This design comes from an exercise in tuning for small area, a short achievable clock period and few clock cycles on the open sky130 flow, not from production work. The RTL was checked by simulation tests, not by an equivalence proof against the original design.

==> inputs of harbor <==
Design refcounted_symbol_table, start of the top module:
module refcounted_symbol_table #(
  parameter int NUM_SLOTS = 64
) (
  input  logic           clk,
  input  logic           rst,
  input  logic           start,
  output logic           busy,
  input  logic [1:0]     req_cmd,
  input  logic [31:0]    req_seq_bytes,
  input  logic [7:0]     req_ref_in,
  output logic           done,
  output logic [7:0]     rsp_ref_out,
  output logic [31:0]    rsp_bytes_out,
  output logic [1:0]     rsp_status
);
==> module refcounted_symbol_table, before the edit <==
module refcounted_symbol_table #(
  parameter int NUM_SLOTS = 64
) (
  input  logic           clk,
  input  logic           rst,
  input  logic           start,
  output logic           busy,
  input  logic [1:0]     req_cmd,
  input  logic [31:0]    req_seq_bytes,
  input  logic [7:0]     req_ref_in,
  output logic           done,
  output logic [7:0]     rsp_ref_out,
  output logic [31:0]    rsp_bytes_out,
  output logic [1:0]     rsp_status
);
  localparam int N = 64;
  localparam logic [1:0] K_IMM = 2'd0;
  localparam logic [1:0] K_ADD = 2'd1;
  localparam logic [1:0] K_RET = 2'd2;
  localparam logic [1:0] K_REM = 2'd3;
  assign busy = 1'b0;
  logic [1:0]  c_kind;
  logic [31:0] c_seq;     
  logic [7:0]  c_ref;     
  logic [1:0]  c_st;      
  logic [7:0]  rin;
  logic        r_byp, r_lo, r_hi;
  always_comb begin
    rin    = req_ref_in;
    r_byp  = (rin >= 8'd32) && (rin < 8'd127);
    r_lo   = (rin < 8'd32);
    r_hi   = (rin >= 8'd127) && (rin < 8'd159);
    c_kind = K_IMM;
    c_seq  = '0;
    c_ref  = '0;
    c_st   = rcst_pkg::ST_OK;
    unique case (req_cmd)
      rcst_pkg::CMD_ADD: begin
        if (req_seq_bytes[7:0] < 8'd32) begin
          c_ref = rcst_pkg::QMARK;
          c_st  = rcst_pkg::ST_BAD_BYTE;
        end else if (req_seq_bytes[7:0] < 8'd127) begin
          c_ref = req_seq_bytes[7:0];
        end else begin
          c_kind = K_ADD;
          c_seq  = rcst_pkg::normalize(req_seq_bytes);
        end
      end
      rcst_pkg::CMD_RETRIEVE, rcst_pkg::CMD_REMOVE: begin
        c_ref = r_lo ? rin : rin - 8'd95;
        if (r_byp) begin
          if (req_cmd == rcst_pkg::CMD_RETRIEVE) c_seq = {24'd0, rin};
        end else if (!(r_lo || r_hi)) begin
          c_st = rcst_pkg::ST_EMPTY;
          if (req_cmd == rcst_pkg::CMD_RETRIEVE) c_seq = {24'd0, rcst_pkg::QMARK};
        end else begin
          c_kind = (req_cmd == rcst_pkg::CMD_RETRIEVE) ? K_RET : K_REM;
        end
        if (c_kind == K_IMM) c_ref = '0;
      end
      default: ;
    endcase
  end
  logic        v1;
  logic [1:0]  k1;
  logic [31:0] s1;
  logic [7:0]  r1;
  logic [1:0]  st1;
  always_ff @(posedge clk) begin
    if (rst) v1 <= 1'b0;
    else     v1 <= start;
    k1  <= c_kind;
    s1  <= c_seq;
    r1  <= c_ref;
    st1 <= c_st;
  end
  logic [31:0] sym [N];
  logic [15:0] cnt [N];
  logic [N-1:0] nz;       
  wire is_add = v1 && (k1 == K_ADD);
  wire is_ret = (k1 == K_RET);
  wire is_rem = v1 && (k1 == K_REM);
  wire is_rr  = k1[1];
  logic [N-1:0] match, free, ff, dec, sel, wc, ws;
  logic         hit, anyf;
  always_comb begin
    for (int i = 0; i < N; i++) begin
      match[i] = (sym[i] == s1);
      dec[i]   = (r1[5:0] == 6'(i));
      free[i]  = ~nz[i];
    end
    hit  = |match;
    anyf = |free;
  end
  logic [N-1:0] pre;    
  always_comb begin
    pre[0] = 1'b0;
    for (int i = 1; i < N; i++) pre[i] = pre[i-1] | free[i-1];
    ff = free & ~pre;
  end
  always_comb begin
    for (int i = 0; i < N; i++) sel[i] = (k1 == K_ADD) ? match[i] : dec[i];
  end
  logic [15:0] rd;
  logic [31:0] rsym;
  logic        rnz;
  always_comb begin
    rd   = '0;
    rsym = '0;
    rnz  = 1'b0;
    for (int i = 0; i < N; i++) begin
      rd   = rd   | (cnt[i] & {16{sel[i]}});
      rsym = rsym | (sym[i] & {32{dec[i]}});
      rnz  = rnz  | (nz[i] & dec[i]);
    end
  end
  logic [15:0] ncnt;
  logic        nnz;
  always_comb begin
    if (k1 == K_ADD) ncnt = (rd == 16'hffff) ? rd : rd + 16'd1;
    else             ncnt = rd - 16'd1;
    nnz = (k1 == K_ADD) | (|rd[15:1]);
  end
  always_comb begin
    for (int i = 0; i < N; i++) begin
      wc[i] = (is_add & (hit ? match[i] : ff[i])) | (is_rem & dec[i] & nz[i]);
      ws[i] = is_add & ~hit & ff[i];
    end
  end
  always_ff @(posedge clk) begin
    for (int i = 0; i < N; i++) begin
      if (wc[i]) cnt[i] <= ncnt;
      if (ws[i]) sym[i] <= s1;
    end
    if (rst) begin
      nz <= '0;
      for (int i = 0; i < N; i++) begin
        sym[i][7] <= 1'b0;
        sym[i][0] <= 1'b0;
      end
    end else begin
      for (int i = 0; i < N; i++) if (wc[i]) nz[i] <= nnz;
    end
  end
  logic [5:0]  enc_m, enc_f, idx;
  always_comb begin
    enc_m = '0;
    enc_f = '0;
    for (int i = 0; i < N; i++) begin
      if (match[i]) enc_m = enc_m | 6'(i);
      if (ff[i])    enc_f = enc_f | 6'(i);
    end
    idx = hit ? enc_m : enc_f;
  end
  logic [7:0]  o_ref;
  logic [31:0] o_bytes;
  logic [1:0]  o_st;
  always_comb begin
    o_ref   = r1;
    o_bytes = s1;
    o_st    = st1;
    if (k1 == K_ADD) begin
      o_bytes = '0;
      if (hit || anyf) begin
        o_ref = idx[5] ? {2'b0, idx} + 8'd95 : {2'b0, idx};
        o_st  = rcst_pkg::ST_OK;
      end else begin
        o_ref = rcst_pkg::QMARK;
        o_st  = rcst_pkg::ST_FULL;
      end
    end else if (is_rr) begin
      o_ref   = '0;
      o_bytes = (is_ret && rnz) ? rsym : (is_ret ? {24'd0, rcst_pkg::QMARK} : 32'd0);
      o_st    = rnz ? rcst_pkg::ST_OK : rcst_pkg::ST_EMPTY;
    end
  end
  always_ff @(posedge clk) begin
    if (rst) done <= 1'b0;
    else     done <= v1;
    rsp_ref_out   <= o_ref;
    rsp_bytes_out <= o_bytes;
    rsp_status    <= o_st;
  end
endmodule
make LEC_CHECK=0 CAP_MARGIN=20 CORE_MARGIN=2 CORE_UTILIZATION=40 SLEW_MARGIN=20 finish   # period 10.0 ns
run.sh (not shown) runs the stock make flow with config.mk's settings and CLKGATE_MAP_FILE= SYNTH_SCRIPT=/design/flow/synth_recipe.tcl, a recipe that flattens the netlist after the stock synthesis.
==> raven: changes against harbor <==
--- a/flow/design.v
+++ b/flow/design.v
@@ -138,2 +138,6 @@
   logic [1:0]  st1;
+  logic [31:0] sym [N];
+  logic [15:0] cnt [N];
+  logic        f2;          
+  logic [N-1:0] w2;         
   always_ff @(posedge clk) begin
@@ -146,10 +150,25 @@
   end
-  logic [31:0] sym [N];
-  logic [15:0] cnt [N];
+  logic [N-1:0] mb;
+  logic         vb, sameb;
+  logic [1:0]   kb;
+  logic [31:0]  sb;
+  logic [7:0]   rb;
+  logic [1:0]   stb;
+  always_ff @(posedge clk) begin
+    for (int i = 0; i < N; i++) mb[i] <= (sym[i] == s1);
+    sameb <= (s1 == sb);
+    if (rst) vb <= 1'b0;
+    else     vb <= v1;
+    kb  <= k1;
+    sb  <= s1;
+    rb  <= r1;
+    stb <= st1;
+  end
   logic [N-1:0] nz;       
-  wire is_add = v1 && (k1 == K_ADD);
-  wire is_ret = (k1 == K_RET);
-  wire is_rem = v1 && (k1 == K_REM);
-  wire is_rr  = k1[1];
-  logic [N-1:0] match, free, ff, dec, sel, wc, ws;
+  logic [N-1:0] one;      
+  wire is_add = vb && (kb == K_ADD);
+  wire is_ret = (kb == K_RET);
+  wire is_rem = vb && (kb == K_REM);
+  wire is_rr  = kb[1];
+  logic [N-1:0] match, free, ff, dec, ws;
   logic         hit, anyf;
@@ -157,5 +176,6 @@
     for (int i = 0; i < N; i++) begin
-      match[i] = (sym[i] == s1);
-      dec[i]   = (r1[5:0] == 6'(i));
+      match[i] = (f2 & w2[i]) ? sameb : mb[i];
+      dec[i]   = (rb[5:0] == 6'(i));
       free[i]  = ~nz[i];
+      one[i]   = (cnt[i] == 16'd1);
     end
@@ -170,38 +190,57 @@
   end
-  always_comb begin
-    for (int i = 0; i < N; i++) sel[i] = (k1 == K_ADD) ? match[i] : dec[i];
-  end
-  logic [15:0] rd;
   logic [31:0] rsym;
-  logic        rnz;
-  always_comb begin
-    rd   = '0;
+  logic        rnz, rone;
+  always_comb begin
     rsym = '0;
     rnz  = 1'b0;
-    for (int i = 0; i < N; i++) begin
-      rd   = rd   | (cnt[i] & {16{sel[i]}});
+    rone = 1'b0;
+    for (int i = 0; i < N; i++) begin
       rsym = rsym | (sym[i] & {32{dec[i]}});
       rnz  = rnz  | (nz[i] & dec[i]);
-    end
-  end
-  logic [15:0] ncnt;
-  logic        nnz;
-  always_comb begin
-    if (k1 == K_ADD) ncnt = (rd == 16'hffff) ? rd : rd + 16'd1;
-    else             ncnt = rd - 16'd1;
-    nnz = (k1 == K_ADD) | (|rd[15:1]);
-  end
-  always_comb begin
-    for (int i = 0; i < N; i++) begin
-      wc[i] = (is_add & (hit ? match[i] : ff[i])) | (is_rem & dec[i] & nz[i]);
-      ws[i] = is_add & ~hit & ff[i];
-    end
-  end
-  always_ff @(posedge clk) begin
-    for (int i = 0; i < N; i++) begin
-      if (wc[i]) cnt[i] <= ncnt;
-      if (ws[i]) sym[i] <= s1;
-    end
+      rone = rone | (one[i] & dec[i]);
+    end
+  end
+  logic       a2, m2;      
+  logic [N-1:0] tgt;
+  logic [15:0]  rd2, ncnt;
+  logic         n_is1;     
+  always_comb begin
+    rd2 = '0;
+    for (int i = 0; i < N; i++) rd2 = rd2 | (cnt[i] & {16{w2[i]}});
+    if (f2)      ncnt = 16'd1;
+    else if (a2) ncnt = (rd2 == 16'hffff) ? rd2 : rd2 + 16'd1;
+    else         ncnt = rd2 - 16'd1;
+    n_is1 = f2 | (a2 ? (rd2 == 16'd0) : (rd2 == 16'd2));
+  end
+  logic       same2, r_is1;
+  always_comb begin
+    same2 = |(w2 & dec);
+    r_is1 = same2 ? n_is1 : rone;
+  end
+  logic [7:0]  ref_m, ref_f;
+  always_comb begin
+    ref_m = '0;
+    ref_f = '0;
+    for (int i = 0; i < N; i++) begin
+      if (match[i]) ref_m = ref_m | rcst_pkg::slot_to_ref(8'(i));
+      if (ff[i])    ref_f = ref_f | rcst_pkg::slot_to_ref(8'(i));
+    end
+  end
+  always_comb begin
+    for (int i = 0; i < N; i++) begin
+      ws[i]  = is_add & ~hit & ff[i];
+      tgt[i] = (is_add & (hit ? match[i] : ff[i])) | (is_rem & dec[i] & nz[i]);
+    end
+  end
+  always_ff @(posedge clk) begin
+    for (int i = 0; i < N; i++) begin
+      if (ws[i]) sym[i] <= sb;
+      if (w2[i]) cnt[i] <= ncnt;
+    end
+    w2 <= tgt;
+    f2 <= (kb == K_ADD) & ~hit;
     if (rst) begin
       nz <= '0;
+      a2 <= 1'b0;
+      m2 <= 1'b0;
       for (int i = 0; i < N; i++) begin
@@ -211,14 +250,8 @@
     end else begin
-      for (int i = 0; i < N; i++) if (wc[i]) nz[i] <= nnz;
-    end
-  end
-  logic [5:0]  enc_m, enc_f, idx;
-  always_comb begin
-    enc_m = '0;
-    enc_f = '0;
-    for (int i = 0; i < N; i++) begin
-      if (match[i]) enc_m = enc_m | 6'(i);
-      if (ff[i])    enc_f = enc_f | 6'(i);
-    end
-    idx = hit ? enc_m : enc_f;
+      a2 <= is_add & (hit | anyf);
+      m2 <= is_rem & rnz;
+      for (int i = 0; i < N; i++) begin
+        if (tgt[i]) nz[i] <= is_add | ~r_is1;
+      end
+    end
   end
@@ -228,9 +261,9 @@
   always_comb begin
-    o_ref   = r1;
-    o_bytes = s1;
-    o_st    = st1;
-    if (k1 == K_ADD) begin
+    o_ref   = rb;
+    o_bytes = sb;
+    o_st    = stb;
+    if (kb == K_ADD) begin
       o_bytes = '0;
       if (hit || anyf) begin
-        o_ref = idx[5] ? {2'b0, idx} + 8'd95 : {2'b0, idx};
+        o_ref = hit ? ref_m : ref_f;
         o_st  = rcst_pkg::ST_OK;
@@ -248,3 +281,3 @@
     if (rst) done <= 1'b0;
-    else     done <= v1;
+    else     done <= vb;
     rsp_ref_out   <= o_ref;
==> flow/flow/run.sh (new file) <==
#!/bin/bash
# Standard ORFS flow (the standard.sh, standard synthesis unchanged) with:
#  - sizing not tied to the cell footprint,
#  - buf_4 as the port buffer cell (every port still gets its own buffer),
#  - all 8 CPUs for the tools.
# Each step's full output stays in ORFS's per-step logs under orfs/logs; make's output goes to
# one log per call in this folder.
set -e
bash standard.sh NUM_CORES=8 synth > synth.log 2>&1
bash standard.sh NUM_CORES=8 SETUP_SLACK_MARGIN=6.5 MATCH_CELL_FOOTPRINT=0 \
  "BUFFER_PORTS_ARGS=-buffer_cell sky130_fd_sc_hd__buf_4" finish > layout.log 2>&1
==> flow/standard.sh (new file) <==
#!/bin/bash
# synth_recipe.tcl (not shown) runs the flow's synth.tcl, then flattens the netlist and writes it again
# the make line also repeats each setting of config.mk as NAME=value (left out here)
make -C /OpenROAD-flow-scripts/flow DESIGN_CONFIG=/design/flow/config.mk WORK_HOME=/design/flow/orfs CLKGATE_MAP_FILE= SYNTH_SCRIPT=/design/flow/synth_recipe.tcl "${@:-finish}"
Settings changed: CAP_MARGIN 20 to 40, CELL_PAD_IN_SITES_DETAIL_PLACEMENT from default to 1, CELL_PAD_IN_SITES_GLOBAL_PLACEMENT from default to 1, CORE_UTILIZATION 40 to 30, PLACE_DENSITY from default to 0.4, SETUP_SLACK_MARGIN from default to 5, SLEW_MARGIN 20 to 40, TNS_END_PERCENT from default to 10.
removed: flow/run.sh
==> ember: changes against harbor <==
--- a/flow/design.v
+++ b/flow/design.v
@@ -138,2 +138,6 @@
   logic [1:0]  st1;
+  logic [31:0] sym [N];
+  logic [15:0] cnt [N];
+  logic        f2;          
+  logic [N-1:0] w2;         
   always_ff @(posedge clk) begin
@@ -146,10 +150,25 @@
   end
-  logic [31:0] sym [N];
-  logic [15:0] cnt [N];
+  logic [N-1:0] mb;
+  logic         vb, sameb;
+  logic [1:0]   kb;
+  logic [31:0]  sb;
+  logic [7:0]   rb;
+  logic [1:0]   stb;
+  always_ff @(posedge clk) begin
+    for (int i = 0; i < N; i++) mb[i] <= (sym[i] == s1);
+    sameb <= (s1 == sb);
+    if (rst) vb <= 1'b0;
+    else     vb <= v1;
+    kb  <= k1;
+    sb  <= s1;
+    rb  <= r1;
+    stb <= st1;
+  end
   logic [N-1:0] nz;       
-  wire is_add = v1 && (k1 == K_ADD);
-  wire is_ret = (k1 == K_RET);
-  wire is_rem = v1 && (k1 == K_REM);
-  wire is_rr  = k1[1];
-  logic [N-1:0] match, free, ff, dec, sel, wc, ws;
+  logic [N-1:0] one;      
+  wire is_add = vb && (kb == K_ADD);
+  wire is_ret = (kb == K_RET);
+  wire is_rem = vb && (kb == K_REM);
+  wire is_rr  = kb[1];
+  logic [N-1:0] match, free, ff, dec, ws;
   logic         hit, anyf;
@@ -157,5 +176,6 @@
     for (int i = 0; i < N; i++) begin
-      match[i] = (sym[i] == s1);
-      dec[i]   = (r1[5:0] == 6'(i));
+      match[i] = (f2 & w2[i]) ? sameb : mb[i];
+      dec[i]   = (rb[5:0] == 6'(i));
       free[i]  = ~nz[i];
+      one[i]   = (cnt[i] == 16'd1);
     end
@@ -170,38 +190,57 @@
   end
-  always_comb begin
-    for (int i = 0; i < N; i++) sel[i] = (k1 == K_ADD) ? match[i] : dec[i];
-  end
-  logic [15:0] rd;
   logic [31:0] rsym;
-  logic        rnz;
-  always_comb begin
-    rd   = '0;
+  logic        rnz, rone;
+  always_comb begin
     rsym = '0;
     rnz  = 1'b0;
-    for (int i = 0; i < N; i++) begin
-      rd   = rd   | (cnt[i] & {16{sel[i]}});
+    rone = 1'b0;
+    for (int i = 0; i < N; i++) begin
       rsym = rsym | (sym[i] & {32{dec[i]}});
       rnz  = rnz  | (nz[i] & dec[i]);
-    end
-  end
-  logic [15:0] ncnt;
-  logic        nnz;
-  always_comb begin
-    if (k1 == K_ADD) ncnt = (rd == 16'hffff) ? rd : rd + 16'd1;
-    else             ncnt = rd - 16'd1;
-    nnz = (k1 == K_ADD) | (|rd[15:1]);
-  end
-  always_comb begin
-    for (int i = 0; i < N; i++) begin
-      wc[i] = (is_add & (hit ? match[i] : ff[i])) | (is_rem & dec[i] & nz[i]);
-      ws[i] = is_add & ~hit & ff[i];
-    end
-  end
-  always_ff @(posedge clk) begin
-    for (int i = 0; i < N; i++) begin
-      if (wc[i]) cnt[i] <= ncnt;
-      if (ws[i]) sym[i] <= s1;
-    end
+      rone = rone | (one[i] & dec[i]);
+    end
+  end
+  logic       a2, m2;      
+  logic [N-1:0] tgt;
+  logic [15:0]  rd2, ncnt;
+  logic         n_is1;     
+  always_comb begin
+    rd2 = '0;
+    for (int i = 0; i < N; i++) rd2 = rd2 | (cnt[i] & {16{w2[i]}});
+    if (f2)      ncnt = 16'd1;
+    else if (a2) ncnt = (rd2 == 16'hffff) ? rd2 : rd2 + 16'd1;
+    else         ncnt = rd2 - 16'd1;
+    n_is1 = f2 | (a2 ? (rd2 == 16'd0) : (rd2 == 16'd2));
+  end
+  logic       same2, r_is1;
+  always_comb begin
+    same2 = |(w2 & dec);
+    r_is1 = same2 ? n_is1 : rone;
+  end
+  logic [7:0]  ref_m, ref_f;
+  always_comb begin
+    ref_m = '0;
+    ref_f = '0;
+    for (int i = 0; i < N; i++) begin
+      if (match[i]) ref_m = ref_m | rcst_pkg::slot_to_ref(8'(i));
+      if (ff[i])    ref_f = ref_f | rcst_pkg::slot_to_ref(8'(i));
+    end
+  end
+  always_comb begin
+    for (int i = 0; i < N; i++) begin
+      ws[i]  = is_add & ~hit & ff[i];
+      tgt[i] = (is_add & (hit ? match[i] : ff[i])) | (is_rem & dec[i] & nz[i]);
+    end
+  end
+  always_ff @(posedge clk) begin
+    for (int i = 0; i < N; i++) begin
+      if (ws[i]) sym[i] <= sb;
+      if (w2[i]) cnt[i] <= ncnt;
+    end
+    w2 <= tgt;
+    f2 <= (kb == K_ADD) & ~hit;
     if (rst) begin
       nz <= '0;
+      a2 <= 1'b0;
+      m2 <= 1'b0;
       for (int i = 0; i < N; i++) begin
@@ -211,14 +250,8 @@
     end else begin
-      for (int i = 0; i < N; i++) if (wc[i]) nz[i] <= nnz;
-    end
-  end
-  logic [5:0]  enc_m, enc_f, idx;
-  always_comb begin
-    enc_m = '0;
-    enc_f = '0;
-    for (int i = 0; i < N; i++) begin
-      if (match[i]) enc_m = enc_m | 6'(i);
-      if (ff[i])    enc_f = enc_f | 6'(i);
-    end
-    idx = hit ? enc_m : enc_f;
+      a2 <= is_add & (hit | anyf);
+      m2 <= is_rem & rnz;
+      for (int i = 0; i < N; i++) begin
+        if (tgt[i]) nz[i] <= is_add | ~r_is1;
+      end
+    end
   end
@@ -228,9 +261,9 @@
   always_comb begin
-    o_ref   = r1;
-    o_bytes = s1;
-    o_st    = st1;
-    if (k1 == K_ADD) begin
+    o_ref   = rb;
+    o_bytes = sb;
+    o_st    = stb;
+    if (kb == K_ADD) begin
       o_bytes = '0;
       if (hit || anyf) begin
-        o_ref = idx[5] ? {2'b0, idx} + 8'd95 : {2'b0, idx};
+        o_ref = hit ? ref_m : ref_f;
         o_st  = rcst_pkg::ST_OK;
@@ -248,3 +281,3 @@
     if (rst) done <= 1'b0;
-    else     done <= v1;
+    else     done <= vb;
     rsp_ref_out   <= o_ref;
==> flow/flow/run.sh (new file) <==
#!/bin/bash
# Standard ORFS flow (the standard.sh, standard synthesis unchanged) with:
#  - no extra setup repair after global routing (repair_design still runs there),
#  - sizing not tied to the cell footprint,
#  - buf_4 as the port buffer cell (every port still gets its own buffer),
#  - all 8 CPUs for the tools.
# Each step's full output stays in ORFS's per-step logs under orfs/logs; make's output goes to
# one log per call in this folder.
set -e
bash standard.sh NUM_CORES=8 synth > synth.log 2>&1
bash standard.sh NUM_CORES=8 SETUP_SLACK_MARGIN=6.5 MATCH_CELL_FOOTPRINT=0 \
  "BUFFER_PORTS_ARGS=-buffer_cell sky130_fd_sc_hd__buf_4" cts > layout_cts.log 2>&1
bash standard.sh NUM_CORES=8 SETUP_SLACK_MARGIN=0 MATCH_CELL_FOOTPRINT=0 \
  "BUFFER_PORTS_ARGS=-buffer_cell sky130_fd_sc_hd__buf_4" finish > layout_finish.log 2>&1
==> flow/standard.sh (new file) <==
#!/bin/bash
# synth_recipe.tcl (not shown) runs the flow's synth.tcl, then flattens the netlist and writes it again
# the make line also repeats each setting of config.mk as NAME=value (left out here)
make -C /OpenROAD-flow-scripts/flow DESIGN_CONFIG=/design/flow/config.mk WORK_HOME=/design/flow/orfs CLKGATE_MAP_FILE= SYNTH_SCRIPT=/design/flow/synth_recipe.tcl "${@:-finish}"
Settings changed: CELL_PAD_IN_SITES_DETAIL_PLACEMENT from default to 1, CELL_PAD_IN_SITES_GLOBAL_PLACEMENT from default to 1, CORE_UTILIZATION 40 to 30, PLACE_DENSITY from default to 0.4, SETUP_SLACK_MARGIN from default to 5, TNS_END_PERCENT from default to 10.
removed: flow/run.sh
==> metrics.csv <==
stage;metric;value;unit
synth;main combinational cell family by area after synthesis;XOR/XNOR gates;
cts;Setup Fix Bufs, Post-CTS;278;
global_route;Tot GR Track Use;0.561;
synth;Synth Area in XOR/XNOR;0.120;
cts;number of CTS-inserted buffers;415;
cts;clock sinks;3400;
outcome;outcome;no timing/DRC/antenna violations;
placement;dpl hpwl;1080;mm
# the run above: raven

==> metrics.csv <==
stage;metric;value;unit
cts;clock sinks;3224;
synth;main combinational cell family by area after synthesis;compound AO/OA/AOI/OAI gates;
outcome;Exit stage;global routing;
outcome;outcome;did not finish;
outcome;Run Error;[ERROR GRT-0116] Global routing finished with congestion. Check the congestion regions in the DRC Viewer.;
placement;dpl hpwl;1030;mm
cts;Setup Fix Bufs, Post-CTS;0;
# the run above: harbor

==> metrics.csv <==
stage;metric;value;unit
job;Max Cap Viol;4;
cts;Setup Fix Bufs, Post-CTS;251;
sta;Max Slew Vio Count;88;
outcome;SO Viols;max-capacitance violations, max-slew violations;
outcome;outcome;finished with violations;
global_route;Tot GR Track Use;0.557;
cts;number of CTS-inserted buffers;414;
# the run above: ember

Testbench counts of harbor, summed over its fixed seeds: cycles 6,416.
Testbench counts of raven, summed over its fixed seeds: cycles 6,424.
Testbench counts of ember, summed over its fixed seeds: cycles 6,424.

-- re-timing with driven ports --
How much do the figures lean on ideal ports? The routed layouts below were timed once more, with nothing changed but the port constraints. Step 1, drivers: a clkbuf_16 drives clk and a buf_2 each remaining input, both assumed. Step 2 adds t to the input delays and takes it off the output delays; t is the mean of the earliest and latest rising clock arrival at the registers after step 1. Input paths then give back, and output paths get back, about the clock's delay inside the block. a / b / c = ideal ports / drivers / drivers and shift; a / b = the first two.
| run | t (ns) | setup WS [ns] | hold WS [ns] | worst setup path at the end | clock arrival spread, ns |
|---|---|---|---|---|---|
| raven | 1.248 | 5.507 / 5.507 / 5.507 | 0.327 / 0.327 / 0.327 | register to register | 0.123 / 0.123 |
| ember | 1.233 | 4.797 / 4.797 / 4.797 | 0.328 / 0.328 / 0.328 | register to register | 0.115 / 0.115 |
